This is an optimization exercise on Yosys and OpenROAD, whose aim is small area and a short achievable clock period, not a production implementation. Only the layout flow was run in this run; the RTL was not checked for function there.

<file path="run.sh">
#!/bin/bash
# synth_recipe.tcl (not shown) runs the flow's synth.tcl, then flattens the netlist and writes it again
# the make line also repeats each setting of config.mk as NAME=value (left out here)
make -C /OpenROAD-flow-scripts/flow DESIGN_CONFIG=/design/flow/config.mk WORK_HOME=/design/flow/orfs CLKGATE_MAP_FILE= SYNTH_SCRIPT=/design/flow/synth_recipe.tcl finish
</file>
<file path="constraint.sdc">
create_clock -name core_clock -period 4.5 [get_ports {clk}]
set_input_delay 0.9000 -clock core_clock [delete_from_list [all_inputs] [get_ports {clk}]]
set_output_delay 0.9000 -clock core_clock [all_outputs]
set_load 0.01 [all_outputs]
</file>
<file path="config.mk">
export PLATFORM = sky130hd
export DESIGN_NAME = spi_ram_ctrl
export DESIGN_NICKNAME = spi_ram_ctrl
export VERILOG_FILES = /design/flow/design.v
export SDC_FILE = /design/flow/constraint.sdc
export NUM_CORES = 4
export LEC_CHECK = 0
export CAP_MARGIN = 20
export CORE_MARGIN = 2
export CORE_UTILIZATION = 50
export CTS_BUF_LIST = sky130_fd_sc_hd__clkbuf_4 sky130_fd_sc_hd__clkbuf_8 sky130_fd_sc_hd__clkbuf_16
export CTS_CLUSTER_SIZE = 30
export PLACE_DENSITY = 0.6
export SETUP_SLACK_MARGIN = 1.5
export SLEW_MARGIN = 20
</file>
<file path="design.v">
package spi_ram_pkg;
    localparam logic [1:0] WR_ADDR = 2'b00;
    localparam logic [1:0] WR_DATA = 2'b01;
    localparam logic [1:0] RD_ADDR = 2'b10;
    localparam logic [1:0] RD_DATA = 2'b11;
    typedef enum logic [1:0] {
        StIdle    = 2'b00,
        StWrReady = 2'b01,
        StRdReady = 2'b10
    } state_e;
endpackage
module spi_ram_mem #(
    parameter int unsigned MEM_DEPTH = 256,
    parameter int unsigned ADDR_SIZE = 8
) (
    input  logic                 clk,
    input  logic                 rst_n,
    input  logic                 we_i,
    input  logic                 wen_i,
    input  logic [ADDR_SIZE-1:0] waddr_i,
    input  logic [ADDR_SIZE-1:0] waddr_n_i,
    input  logic [7:0]           wdata_i,
    input  logic                 re_i,
    input  logic [ADDR_SIZE-1:0] raddr_i,
    output logic [7:0]           rdata_o
);
    logic [8*MEM_DEPTH-1:0] mem_q;
    logic [7:0]             rdata_q;
    logic [MEM_DEPTH-1:0]   wsel;
    logic [MEM_DEPTH-1:0]   wkeep;
    logic [MEM_DEPTH-1:0]   rsel;
    logic [7:0]             rd;
    always_comb begin
        for (int r = 0; r < MEM_DEPTH; r++) begin
            wsel[r]  = we_i && (waddr_i == ADDR_SIZE'(r));
            wkeep[r] = wen_i || (waddr_n_i != ~ADDR_SIZE'(r));
            rsel[r]  = (raddr_i == ADDR_SIZE'(r));
        end
    end
    always_ff @(posedge clk) begin
        for (int r = 0; r < MEM_DEPTH; r++)
            mem_q[8*r +: 8] <= ({8{wsel[r]}} & wdata_i) | ({8{wkeep[r]}} & mem_q[8*r +: 8]);
    end
    always_comb begin
        rd = '0;
        for (int r = 0; r < MEM_DEPTH; r++) rd = rd | ({8{rsel[r]}} & mem_q[8*r +: 8]);
    end
    always_ff @(posedge clk) begin
        if (!rst_n)    rdata_q <= 8'h00;
        else if (re_i) rdata_q <= rd;
    end
    assign rdata_o = rdata_q;
endmodule
module spi_ram_ctrl #(
    parameter int unsigned MEM_DEPTH = 256,
    parameter int unsigned ADDR_SIZE = 8
) (
    input  logic       clk,
    input  logic       rst_n,
    input  logic [9:0] din,
    input  logic       rx_valid,
    output logic [7:0] dout,
    output logic       tx_valid
    ,
    output logic       err
);
    logic                 rx_q;
    logic                 wr_rdy_q;
    logic                 rd_rdy_q;
    logic [ADDR_SIZE-1:0] wr_addr_q;
    logic [ADDR_SIZE-1:0] rd_addr_q;
    logic                 wpend_q;
    logic                 wpend_n_q;
    logic [ADDR_SIZE-1:0] wr_addr_n_q;
    logic [7:0]           wdata_q;
    logic                 tx_valid_q;
    logic                 err_q;
    logic                 cmd_edge;
    logic [1:0]           opcode;
    logic                 wr_exec;
    logic                 rd_exec;
    logic                 cmd_illegal;
    always_comb begin
        cmd_edge = rst_n && rx_valid && !rx_q;
        opcode   = din[9:8];
        wr_exec     = cmd_edge && (opcode == spi_ram_pkg::WR_DATA) && wr_rdy_q;
        rd_exec     = cmd_edge && (opcode == spi_ram_pkg::RD_DATA) && rd_rdy_q;
        cmd_illegal = cmd_edge && (((opcode == spi_ram_pkg::WR_DATA) && !wr_rdy_q) ||
                                   ((opcode == spi_ram_pkg::RD_DATA) && !rd_rdy_q));
    end
    always_ff @(posedge clk) begin
        wdata_q <= din[7:0];
        wpend_q <= wr_exec;
        wpend_n_q <= !wr_exec;
    end
    always_ff @(posedge clk) begin
        if (!rst_n)                                        wr_addr_n_q <= '1;
        else if (cmd_edge && opcode == spi_ram_pkg::WR_ADDR) wr_addr_n_q <= ~din[ADDR_SIZE-1:0];
        else if (wpend_q)                                  wr_addr_n_q <= wr_addr_n_q - 1'b1;
    end
    always_ff @(posedge clk) begin
        if (!rst_n) begin
            rx_q       <= 1'b0;
            wr_rdy_q   <= 1'b0;
            rd_rdy_q   <= 1'b0;
            wr_addr_q  <= '0;
            rd_addr_q  <= '0;
            tx_valid_q <= 1'b0;
            err_q      <= 1'b0;
        end else begin
            rx_q       <= rx_valid;
            tx_valid_q <= rd_exec;
            if (wpend_q) wr_addr_q <= wr_addr_q + 1'b1;
            if (cmd_edge) begin
                case (opcode)
                    spi_ram_pkg::WR_ADDR: begin
                        wr_addr_q <= din[ADDR_SIZE-1:0];
                        wr_rdy_q  <= 1'b1;
                        rd_rdy_q  <= 1'b0;
                    end
                    spi_ram_pkg::RD_ADDR: begin
                        rd_addr_q <= din[ADDR_SIZE-1:0];
                        wr_rdy_q  <= 1'b0;
                        rd_rdy_q  <= 1'b1;
                    end
                    spi_ram_pkg::RD_DATA: begin
                        if (rd_exec) rd_rdy_q <= 1'b0;
                    end
                    default: ;
                endcase
            end
            if (cmd_illegal) err_q <= 1'b1;
        end
    end
    spi_ram_mem #(
        .MEM_DEPTH (MEM_DEPTH),
        .ADDR_SIZE (ADDR_SIZE)
    ) u_mem (
        .clk     (clk),
        .rst_n   (rst_n),
        .we_i    (wpend_q),
        .wen_i   (wpend_n_q),
        .waddr_i (wr_addr_q),
        .waddr_n_i (wr_addr_n_q),
        .wdata_i (wdata_q),
        .re_i    (rd_exec),
        .raddr_i (rd_addr_q),
        .rdata_o (dout)
    );
    assign tx_valid = tx_valid_q;
    assign err = err_q;
endmodule
</file>
==> impl_results.md <==
- Post-synth cell types: 69
- DP HPWL: 457 mm
- Stopping stage: 5_1_grt
- DIE HEIGHT: 401 µm
- Number of port buffers: 22
- Area after DPL: 84500 µm²
- Die span in x: 401 µm
- Top-area cell type share of the netlist area: 53.2%
- Yosys reg bits: 2095
- Cts hold-fix bufs: 0
- Clock Tree Root: clkbuf_16
- Remaining Overflow, GRT: 1086
- Synth Area in Adders: 0.143%
- Longest Clk Path Bufs: 3
- Largest family of logic cells by synthesized area: compound AO/OA/AOI/OAI gates
- EDFF count, synth: 0
- Total CTS buffers: 212
- Compound-Gate Fraction of Synth Area: 33.7%
- First-pass GRT wire length: 964 mm
- Inst Count DP: 9443
- Vias in the first global route: 93432
- Outcome: stopped before the end
- Synth Cell Area: 78800 µm²
- Multiplexer share of the synthesized area: 0.114%
- Post-synthesis async set-or-reset flop share: 0%
- XOR/XNOR Fraction of Synth Area: 0.156%
- Synth top area cells: dfxtp_1, a22o_1, a22oi_1, a32oi_1, nand3_1
- Clk sinks: 2095
- CTS H-Tree Depth: 4
- Post-synth top area cell: dfxtp_1
- Stop Error: [ERROR GRT-0116] Global routing finished with congestion. Check the congestion regions in the DRC Viewer.
- Sequential share of the synthesized area: 53.2%
- Top-count cell post-synth: dfxtp_1
- Post-synthesis average cell area: 10.6 µm²
- Synth warn: 2
- Routability congestion estimate: 1.39
- Main synth FF type: dfxtp_1
- Total track usage: 86.4%
- Synth Net Count: 7461
- Num rows: 145
- Ports: 23
- Post-Syn Instances: 7439
- Initial Utilization: 50.4%
- List of most frequent post-synthesis cells: dfxtp_1, a22o_1, a22oi_1
- Post-Synth Simple-Gate Area: 9.39%
- Largest net degree at the start of global routing: 104
[logic make-up after synthesis]
| group | Yosys count |
|---|---|
| buffers and inverters | 623 |
| AND/OR/NAND/NOR | 1511 |
| adder cells (fa/ha/maj) | 9 |
| AO/OA/AOI/OAI | 3178 |
| XOR/XNOR | 14 |
| flip-flops | 2095 |
| multiplexers | 9 |
[routing by layer]
metal	GRT overflow	GRT usage (%)
met1	88	88.2
met2	523	92.4
met3	101	81.5
met4	361	80.5
met5	13	68.9
[worst max-delay path by stage]
stage / startpoint / to / slack (ns) / cells after the start
after detailed placement: din[9] / u_mem.rdata_q[6]$_SDFFE_PN0P_ / -0.61 / 8
after CTS: rd_addr_q[0]$_SDFFE_PN0P_ / u_mem.rdata_q[6]$_SDFFE_PN0P_ / 1.10 / 10
after floorplan: rst_n / u_mem.rdata_q[5]$_SDFFE_PN0P_ / 1.93 / 8
after global placement: din[9] / u_mem.rdata_q[6]$_SDFFE_PN0P_ / -1.07 / 8
[power groups by stage]
| stage | logic [W] | registers (W) | clock network (W) |
|---|---|---|---|
| after detailed placement | 0.000793 | 0.0191 | 0 |
| after floorplan | 0.000387 | 0.0190 | 0 |
| after CTS | 0.000841 | 0.0187 | 0.0182 |
| after global placement | 0.000796 | 0.0191 | 0 |
[metrics by stage]
stage	utilization, %	worst slack, ns
CTS	60.0	1.10
global placement	54.0	-1.07
floorplan	-	1.93
detailed placement	54.1	-0.611
[what timing repair did]
item | 4_1_cts
cloned | 15
setup endpoints to repair | 172
pin swaps | 51
buffers inserted | 98
hold endpoints to repair | 0
resized for setup | 188
